Context: an optimization exercise on an open-source flow, tuned for small area. The choices shown serve that exercise and are no tape-out recipe. The RTL was checked by simulation tests, not by an equivalence proof against the original design. Power is estimated from default activity; no workload was simulated. No driver is modelled on the clock port, so clocking that relies on it looks cheaper here than on a real chip.

==> flow/design.v <==
`timescale 1ns/1ps
`default_nettype none
module vexec_unit
(
   input  wire         clk,
   input  wire         reset,
   input  wire         opcode_vld,
   input  wire  [31:0] opcode0,
   input  wire  [31:0] opcode1,
   output logic        inst_buff_full,
   output logic        ls_req_vld,
   output logic        ls_req_access_type,
   output logic [31:0] ls_req_access_length,
   output logic [4:0]  ls_req_vec_reg_ptr,
   output logic [31:0] ls_req_addr,
   input  wire         load_store_busy
);
   logic [31:0] ring [16];
   logic [31:0] vec_len;
   logic [3:0]  cnt;
   logic        clr;
   logic        phase;
   logic        pend;
   logic [3:0]  pdst;
   logic        s_op0;
   logic        s_op1;
   logic        s_vl;
   logic        s_keep;
   logic [31:0] w;
   logic [7:0]  op;
   logic        is_ls;
   logic        is_mtc;
   logic        is_mfc;
   logic        is_mov;
   logic [3:0]  cnt_nx;
   logic        clr_nx;
   logic        match;
   logic        active;
   logic        done;
   logic        stay;
   logic        ld_vl;
   logic        n_op0;
   logic        n_op1;
   logic        n_vl;
   logic [31:0] rin;
   assign w      = phase ? opcode1 : opcode0;
   assign op     = w[31:24];
   assign is_ls  = (op == 8'd1) || (op == 8'd2);
   assign is_mtc = (op == 8'd3);
   assign is_mfc = (op == 8'd4);
   assign is_mov = (op == 8'd5);
   assign match  = (cnt == w[11:8]);
   assign active = opcode_vld && !clr;
   assign cnt_nx = cnt + 1'b1;
   assign clr_nx = clr && (cnt != 4'd15);
   always_comb begin
      if (pend) begin
         done = s_op0 || s_op1;
      end else if (is_ls) begin
         done = active && match && !load_store_busy;
      end else if (is_mtc) begin
         done = active && match;
      end else if (is_mfc) begin
         done = s_vl;
      end else begin
         done = active;
      end
   end
   assign ld_vl = active && !pend && is_mtc && match;
   assign stay  = active && !done;
   assign n_op0 = stay && pend && !phase && (cnt_nx == pdst);
   assign n_op1 = stay && pend &&  phase && (cnt_nx == pdst);
   assign n_vl  = stay && !pend && is_mfc && (cnt_nx == w[19:16]);
   assign rin = ({32{s_op0}}  & opcode0)
              | ({32{s_op1}}  & opcode1)
              | ({32{s_vl}}   & vec_len)
              | ({32{s_keep}} & ring[0]);
   assign inst_buff_full = !(phase && done);
   always_ff @(posedge clk) begin
      for (int i = 0; i < 15; i++) begin
         ring[i] <= ring[i+1];
      end
      ring[15] <= rin;
      if (ld_vl || clr) begin
         vec_len <= rin;
      end
      s_op0  <= n_op0;
      s_op1  <= n_op1;
      s_vl   <= n_vl;
      s_keep <= !clr_nx && !n_op0 && !n_op1 && !n_vl;
      if (active && !pend && is_mov) begin
         pdst <= w[19:16];
      end
   end
   always_ff @(posedge clk or negedge reset) begin
      if (!reset) begin
         cnt    <= '0;
         clr    <= 1'b1;
         phase  <= 1'b0;
         pend   <= 1'b0;
      end else begin
         cnt    <= cnt_nx;
         clr    <= clr_nx;
         if (done) begin
            phase <= !phase;
         end
         if (active) begin
            if (pend) begin
               if (done) begin
                  pend <= 1'b0;
               end
            end else if (is_mov) begin
               pend <= 1'b1;
            end
         end
      end
   end
   assign ls_req_vld           = active && !pend && is_ls && match && !load_store_busy;
   assign ls_req_access_type   = w[25];
   assign ls_req_access_length = vec_len;
   assign ls_req_vec_reg_ptr   = w[20:16];
   assign ls_req_addr          = ring[0];
endmodule
`default_nettype wire
Settings: LEC_CHECK=0, CAP_MARGIN=20, CORE_MARGIN=2, CORE_UTILIZATION=65, SLEW_MARGIN=20; clock period 5.0 ns.
standard.sh (not shown) runs the stock make flow with config.mk's settings and CLKGATE_MAP_FILE= SYNTH_SCRIPT=/design/flow/synth_recipe.tcl, a recipe that flattens the netlist after the stock synthesis.
==> flow/flow/run.sh <==
#!/bin/bash
# Standard ORFS layout with two changes: ports are buffered with the
# smallest buffer, and CTS clusters more sinks per buffer without dummy loads.
set -euo pipefail
bash standard.sh \
  "BUFFER_PORTS_ARGS=-buffer_cell sky130_fd_sc_hd__buf_1" \
  "CTS_ARGS=-sink_clustering_enable -repair_clock_nets -dont_use_dummy_load -sink_clustering_size 18 -sink_clustering_max_diameter 60 -buf_list {sky130_fd_sc_hd__buf_6}" \
  finish > standard_flow.log 2>&1
Next try:
==> flow/flow/run.sh (replaced) <==
#!/bin/bash
# Standard ORFS layout with two changes: ports are buffered with the
# smallest buffer, and CTS clusters more sinks per buffer without dummy loads.
set -euo pipefail
bash standard.sh \
  "BUFFER_PORTS_ARGS=-buffer_cell sky130_fd_sc_hd__buf_1" \
  "CTS_ARGS=-sink_clustering_enable -repair_clock_nets -dont_use_dummy_load -sink_clustering_size 20 -sink_clustering_max_diameter 60 -buf_list {sky130_fd_sc_hd__clkbuf_8}" \
  finish > standard_flow.log 2>&1
- CORE_UTILIZATION: 65 -> 80
Effect: The changed run completed with no timing, DRC or antenna violations. Via count climbs by a few percent. Cell count came out lower by a few percent. Global-route usage came out higher by 9.9 points. Worst setup slack degrades by 0.021 ns. Routed wire length rises by a quarter to a third. Core utilization climbs by 16 points. Sequential cell count does not change. Total power is lower slightly. Maximum frequency decreases slightly. Sequential share of layout area goes up by 0.21 points.
Next try:
- CORE_UTILIZATION: 80 -> 65
=> Wire length came out lower by 20%. Sequential share of layout area came out lower by 0.27 points. Worst hold slack is worse by 0.039 ns. Setup slack is better by 0.027 ns.
Next try:
==> flow/flow/run.sh (replaced) <==
#!/bin/bash
# Standard ORFS layout with two changes: ports are buffered with the
# smallest buffer, and CTS clusters more sinks per buffer without dummy loads.
set -euo pipefail
bash standard.sh \
  "BUFFER_PORTS_ARGS=-buffer_cell sky130_fd_sc_hd__buf_1" \
  "CTS_ARGS=-sink_clustering_enable -repair_clock_nets -dont_use_dummy_load -sink_clustering_size 40 -sink_clustering_max_diameter 60 -buf_list {sky130_fd_sc_hd__clkbuf_16}" \
  finish > standard_flow.log 2>&1
Cell area came out higher slightly.
Hold slack stays flat.
Critical path depth does not change.
Sequential share of layout area came out lower by 0.71 points.
Non-clock buffer count stays the same.
Wire length stays flat.
Next try:
==> flow/flow/run.sh (replaced) <==
#!/bin/bash
# Standard ORFS layout with two changes: ports are buffered with the
# smallest buffer, and CTS clusters more sinks per buffer without dummy loads.
set -euo pipefail
bash standard.sh \
  "BUFFER_PORTS_ARGS=-buffer_cell sky130_fd_sc_hd__buf_1" \
  "CTS_ARGS=-sink_clustering_enable -repair_clock_nets -dont_use_dummy_load -sink_clustering_size 20 -sink_clustering_max_diameter 40 -buf_list {sky130_fd_sc_hd__clkbuf_8}" \
  finish > standard_flow.log 2>&1
Worst setup slack improves by 0.0084 ns.
Non-clock buffer count does not change.
Via count is higher by 1.6%.
Power is higher by 0.90%.
Utilization is higher by 0.35 points.
Clock power is higher by about 3%.
Sequential power hardly moves.
Cell area is higher by 0.48%.
Cell count is higher by 2.0%.
Critical path depth is unchanged.

## re-timing with driven ports
Ports are ideal in the flow. The routed layouts listed here were re-timed in OpenROAD.
Step 1 sets driving cells, clkbuf_16 on the clock port and buf_2 on the other inputs (assumed; they add their load-dependent delay and slew).
Step 2 times the ports against the registers' clock, not the clock port: input delays grow and output delays shrink by t, the midpoint of the rising clock arrivals with the driver on.
Slacks: ideal / step 1 / step 2; pairs: ideal / step 1.
| run | shift t [ns] | setup WS [ns] | hold slack, ns | cell pins on the clock port's net |
|---|---|---|---|---|
| the first run | 0.496 | 0.872 / 0.851 / 0.851 | 0.254 / 0.254 / 0.254 | 1 |
| the second run | 0.611 | 0.850 / 0.820 / 0.820 | 0.316 / 0.323 / 0.323 | 1 |
| the third run | 0.627 | 0.877 / 0.857 / 0.857 | 0.277 / 0.290 / 0.316 | 1 |
| the fourth run | 0.567 | 0.873 / 0.853 / 0.853 | 0.279 / 0.279 / 0.279 | 1 |
| the fifth run | 0.581 | 0.882 / 0.861 / 0.861 | 0.267 / 0.267 / 0.267 | 1 |
After both steps every run listed still meets setup and hold. The setup slack of the second run, which loses most, moves by -0.030 ns with the drivers and by -0.030 ns with both steps.
